Context: an optimization exercise on an open-source flow, tuned for small area, a short achievable clock period and few clock cycles per item. The choices shown serve that exercise and are no tape-out recipe. Only simulation tests tie the RTL to the original design; equivalence was not proved.

Setup of run B:
==> flow/design.v <==
package sm3Pkg;
	typedef logic [31:0] wordT;
	typedef struct packed {
		wordT a;
		wordT b;
		wordT c;
		wordT d;
		wordT e;
		wordT f;
		wordT g;
		wordT h;
	} stateT;
	localparam int numRounds = 64;
	localparam int lowRounds = 16;
	localparam wordT tLow  = 32'h79cc4519;
	localparam wordT tHigh = 32'h7a879d8a;
	function automatic wordT rotl(input wordT x, input int n);
		rotl = (x << n) | (x >> (32 - n));
	endfunction
	function automatic wordT p0(input wordT x);
		p0 = x ^ rotl(x, 9) ^ rotl(x, 17);
	endfunction
	function automatic wordT p1(input wordT x);
		p1 = x ^ rotl(x, 15) ^ rotl(x, 23);
	endfunction
	function automatic wordT add2(input wordT x, input wordT y);
		logic [31:0] p;
		logic [31:0] g;
		logic [31:0] gp;
		logic [31:0] pp;
		int          k;
		p  = x ^ y;
		g  = x & y;
		gp = g;
		pp = p;
		for (int l = 0; l < 5; l++) begin
			for (int j = 0; j < 32; j++) begin
				if (((j >> l) & 1) == 1) begin
					k = ((j >> (l + 1)) << (l + 1)) + (1 << l) - 1;
					gp[j] = gp[j] | (pp[j] & gp[k]);
					pp[j] = pp[j] & pp[k];
				end
			end
		end
		add2 = p ^ {gp[30:0], 1'b0};
	endfunction
	function automatic wordT add2x(input wordT x, input wordT y, input wordT v);
		logic [31:0] p;
		logic [31:0] g;
		logic [31:0] gp;
		logic [31:0] pp;
		int          k;
		p  = x ^ y;
		g  = x & y;
		gp = g;
		pp = p;
		for (int l = 0; l < 5; l++) begin
			for (int j = 0; j < 32; j++) begin
				if (((j >> l) & 1) == 1) begin
					k = ((j >> (l + 1)) << (l + 1)) + (1 << l) - 1;
					gp[j] = gp[j] | (pp[j] & gp[k]);
					pp[j] = pp[j] & pp[k];
				end
			end
		end
		add2x = (p ^ v) ^ {gp[30:0], 1'b0};
	endfunction
	function automatic wordT add3(input wordT x, input wordT y, input wordT z);
		wordT s;
		wordT c;
		s = x ^ y ^ z;
		c = (x & y) | (x & z) | (y & z);
		add3 = add2(s, {c[30:0], 1'b0});
	endfunction
endpackage
module sm3RoundCtrl (
	input  logic       clk,
	input  logic       enable,
	input  logic       start,
	output logic       accept,
	output logic       high,
	output logic       lastRound,
	output logic       lowLast,
	output logic       busy,
	output logic       done
);
	logic [5:0] roundCnt;
	assign accept    = start & ~busy;
	assign lastRound = busy & (roundCnt == 6'd63);
	assign lowLast   = roundCnt == 6'd15;
	always_ff @(posedge clk) begin
		if (accept) begin
			high <= 1'b0;
		end else if (lowLast) begin
			high <= 1'b1;
		end
	end
	always_ff @(posedge clk or posedge enable) begin
		if (enable) begin
			busy     <= 1'b0;
			done     <= 1'b0;
			roundCnt <= '0;
		end else begin
			done <= lastRound;
			if (accept) begin
				busy     <= 1'b1;
				roundCnt <= '0;
			end else if (busy) begin
				roundCnt <= roundCnt + 1'b1;
				if (lastRound) begin
					busy <= 1'b0;
				end
			end
		end
	end
endmodule
module sm3MsgExpand (
	input  logic          clk,
	input  logic          accept,
	input  logic [511:0]  block,
	output sm3Pkg::wordT  wNext,
	output sm3Pkg::wordT  wNextPrime
);
	logic [511:0] window;
	sm3Pkg::wordT mix;
	sm3Pkg::wordT nextWord;
	always_comb begin
		mix      = window[511:480] ^ window[287:256] ^ sm3Pkg::rotl(window[95:64], 15);
		nextWord = sm3Pkg::p1(mix) ^ sm3Pkg::rotl(window[415:384], 7) ^ window[191:160];
	end
	always_ff @(posedge clk) begin
		if (accept) begin
			window <= block;
		end else begin
			window <= {window[479:0], nextWord};
		end
	end
	assign wNext      = window[479:448];
	assign wNextPrime = window[479:448] ^ window[351:320];
endmodule
module sm3RoundState (
	input  logic              clk,
	input  logic              enable,
	input  logic              accept,
	input  logic              high,
	input  logic              lastRound,
	input  logic              lowLast,
	input  sm3Pkg::stateT     chainIn,
	input  logic [511:0]      block,
	input  sm3Pkg::wordT      wNext,
	input  sm3Pkg::wordT      wNextPrime,
	output sm3Pkg::stateT     chainOut
);
	sm3Pkg::stateT st;
	sm3Pkg::stateT savedChain;
	sm3Pkg::stateT nextSt;
	sm3Pkg::stateT finalSt;
	sm3Pkg::wordT tj;
	sm3Pkg::wordT a12;
	sm3Pkg::wordT ss1;
	sm3Pkg::wordT ss2;
	sm3Pkg::wordT ffv;
	sm3Pkg::wordT ggv;
	sm3Pkg::wordT x1;
	sm3Pkg::wordT x2;
	sm3Pkg::wordT tt1;
	sm3Pkg::wordT tt2;
	sm3Pkg::wordT dIn;
	sm3Pkg::wordT dW;
	sm3Pkg::wordT hIn;
	sm3Pkg::wordT hW;
	always_comb begin
		a12 = sm3Pkg::rotl(st.a, 12);
		ss1 = sm3Pkg::rotl(sm3Pkg::add3(a12, st.e, tj), 7);
		ss2 = ss1 ^ a12;
		if (high) begin
			ffv = (st.a & st.b) | (st.a & st.c) | (st.b & st.c);
			ggv = (st.e & st.f) | (~st.e & st.g);
		end else begin
			ffv = st.a ^ st.b ^ st.c;
			ggv = st.e ^ st.f ^ st.g;
		end
		x1  = sm3Pkg::add2(ffv, st.d);
		x2  = sm3Pkg::add2(ggv, st.h);
		tt1 = sm3Pkg::add2(x1, ss2);
		tt2 = sm3Pkg::add2(x2, ss1);
	end
	always_comb begin
		if (accept) begin
			dIn = chainIn.d;
			dW  = block[511:480] ^ block[383:352];
			hIn = chainIn.h;
			hW  = block[511:480];
		end else begin
			dIn = st.c;
			dW  = wNextPrime;
			hIn = st.g;
			hW  = wNext;
		end
	end
	always_comb begin
		nextSt.a = tt1;
		nextSt.b = st.a;
		nextSt.c = sm3Pkg::rotl(st.b, 9);
		nextSt.d = sm3Pkg::add2(dIn, dW);
		nextSt.e = sm3Pkg::p0(tt2);
		nextSt.f = st.e;
		nextSt.g = sm3Pkg::rotl(st.f, 19);
		nextSt.h = sm3Pkg::add2(hIn, hW);
	end
	always_comb begin
		finalSt   = nextSt ^ savedChain;
		finalSt.a = sm3Pkg::add2x(x1, ss2, savedChain.a);
		finalSt.d = st.c ^ savedChain.d;
		finalSt.e = (tt2 ^ sm3Pkg::rotl(tt2, 9)) ^ (sm3Pkg::rotl(tt2, 17) ^ savedChain.e);
		finalSt.h = st.g ^ savedChain.h;
	end
	always_ff @(posedge clk) begin
		if (accept) begin
			st.a <= chainIn.a;
			st.b <= chainIn.b;
			st.c <= chainIn.c;
			st.e <= chainIn.e;
			st.f <= chainIn.f;
			st.g <= chainIn.g;
			tj   <= sm3Pkg::tLow;
		end else begin
			st.a <= nextSt.a;
			st.b <= nextSt.b;
			st.c <= nextSt.c;
			st.e <= nextSt.e;
			st.f <= nextSt.f;
			st.g <= nextSt.g;
			if (lowLast) begin
				tj <= sm3Pkg::rotl(sm3Pkg::tHigh, 16);
			end else begin
				tj <= sm3Pkg::rotl(tj, 1);
			end
		end
		st.d <= nextSt.d;
		st.h <= nextSt.h;
	end
	always_ff @(posedge clk) begin
		if (accept) begin
			savedChain <= chainIn;
		end
	end
	always_ff @(posedge clk or posedge enable) begin
		if (enable) begin
			chainOut <= '0;
		end else if (lastRound) begin
			chainOut <= finalSt;
		end
	end
endmodule
module sm3Compress (
	input  logic          clk,
	input  logic          enable,
	input  logic          start,
	input  logic [255:0]  chainIn,
	input  logic [511:0]  block,
	output logic [255:0]  chainOut,
	output logic          busy,
	output logic          done
);
	logic         accept;
	logic         high;
	logic         lastRound;
	logic         lowLast;
	sm3Pkg::wordT wNext;
	sm3Pkg::wordT wNextPrime;
	sm3RoundCtrl u_ctrl (
		.clk       (clk),
		.enable    (enable),
		.start     (start),
		.accept    (accept),
		.high      (high),
		.lastRound (lastRound),
		.lowLast   (lowLast),
		.busy      (busy),
		.done      (done)
	);
	sm3MsgExpand u_expand (
		.clk        (clk),
		.accept     (accept),
		.block      (block),
		.wNext      (wNext),
		.wNextPrime (wNextPrime)
	);
	sm3RoundState u_round (
		.clk        (clk),
		.enable     (enable),
		.accept     (accept),
		.high       (high),
		.lastRound  (lastRound),
		.lowLast    (lowLast),
		.chainIn    (chainIn),
		.block      (block),
		.wNext      (wNext),
		.wNextPrime (wNextPrime),
		.chainOut   (chainOut)
	);
endmodule
clock: 10.0 ns
lec_check: 0
abc_area: 1
cap_margin: 20
core_margin: 2
core_utilization: 60
place_density: 0.7
setup_slack_margin: 5
slew_margin: 20
standard.sh (not shown) runs the stock make flow with config.mk's settings and CLKGATE_MAP_FILE= SYNTH_SCRIPT=/design/flow/synth_recipe.tcl, a recipe that flattens the netlist after the stock synthesis.
==> flow/flow/run.sh <==
#!/bin/bash
# The standard layout (standard.sh) with single-strength port buffers and
# a clock tree of clkbuf_4 and clkbuf_8 buffers without dummy balancing loads
set -e
export BUFFER_PORTS_ARGS="-buffer_cell sky130_fd_sc_hd__buf_1"
export CTS_ARGS="-sink_clustering_enable -repair_clock_nets -dont_use_dummy_load -buf_list {sky130_fd_sc_hd__clkbuf_4 sky130_fd_sc_hd__clkbuf_8} -sink_clustering_size 24"
bash standard.sh > standard.log 2>&1
The final layout from run B, which completed every stage, passed the timing, DRC and antenna checks at the end of the flow.
Testbench counts of run B, summed over its fixed seeds: cycles 12,488, blocks 192.
What run D does differently from run B at the input level:
# run B
export LEC_CHECK = 0
export ABC_AREA = 1
export CAP_MARGIN = 20
export CORE_MARGIN = 2
export CORE_UTILIZATION = 60
export PLACE_DENSITY = 0.7
export SETUP_SLACK_MARGIN = 5
export SLEW_MARGIN = 20
create_clock -name core_clock -period 10.0 [get_ports {clk}]
# run D
export LEC_CHECK = 0
export ABC_AREA = 1
export CAP_MARGIN = 20
export CORE_MARGIN = 2
export CORE_UTILIZATION = 40
export PLACE_DENSITY = 0.6
export SETUP_SLACK_MARGIN = 5
export SLEW_MARGIN = 20
create_clock -name core_clock -period 10.0 [get_ports {clk}]
==> flow/flow/run.sh <==
#!/bin/bash
set -e
export BUFFER_PORTS_ARGS="-buffer_cell sky130_fd_sc_hd__buf_1"
bash standard.sh > standard.log 2>&1
--- outcome ---
Run B → run D: cell area climbed 4.8%; clock buffer and inverter area fraction after layout +2.5 points; placed wire-length estimate after detailed placement moved up.
Run D — final critical-path share of the clock period 0.16 points lower, run B as reference
Compared with run B, run D shows a logic depth of the worst path, buffers included that is about 3% higher.

what the ideal ports hide:
How much do the figures lean on ideal ports? The routed layouts below were timed once more, with nothing changed but the port constraints. Step 1: set_driving_cell puts a clkbuf_16 on clk and a buf_2 on each other input, an assumption about the parent block. Step 2 times the ports against the registers' clock, not the clock port: input delays grow and output delays shrink by t, the midpoint of the rising clock arrivals with the driver on. a / b / c = ideal / step 1 / step 2; a / b = the first two.
| run | t (ns) | slack for setup (ns) | worst setup path at the end |
|---|---|---|---|
| run B | 0.978 | 4.944 / 4.944 / 4.207 | input to register |
| run D | 0.833 | 4.960 / 4.960 / 4.350 | input to register |
After both steps setup and hold are still met in every run listed. The setup slack of run B, which loses most, moves by 0.000 ns with the drivers and by -0.737 ns with both steps.
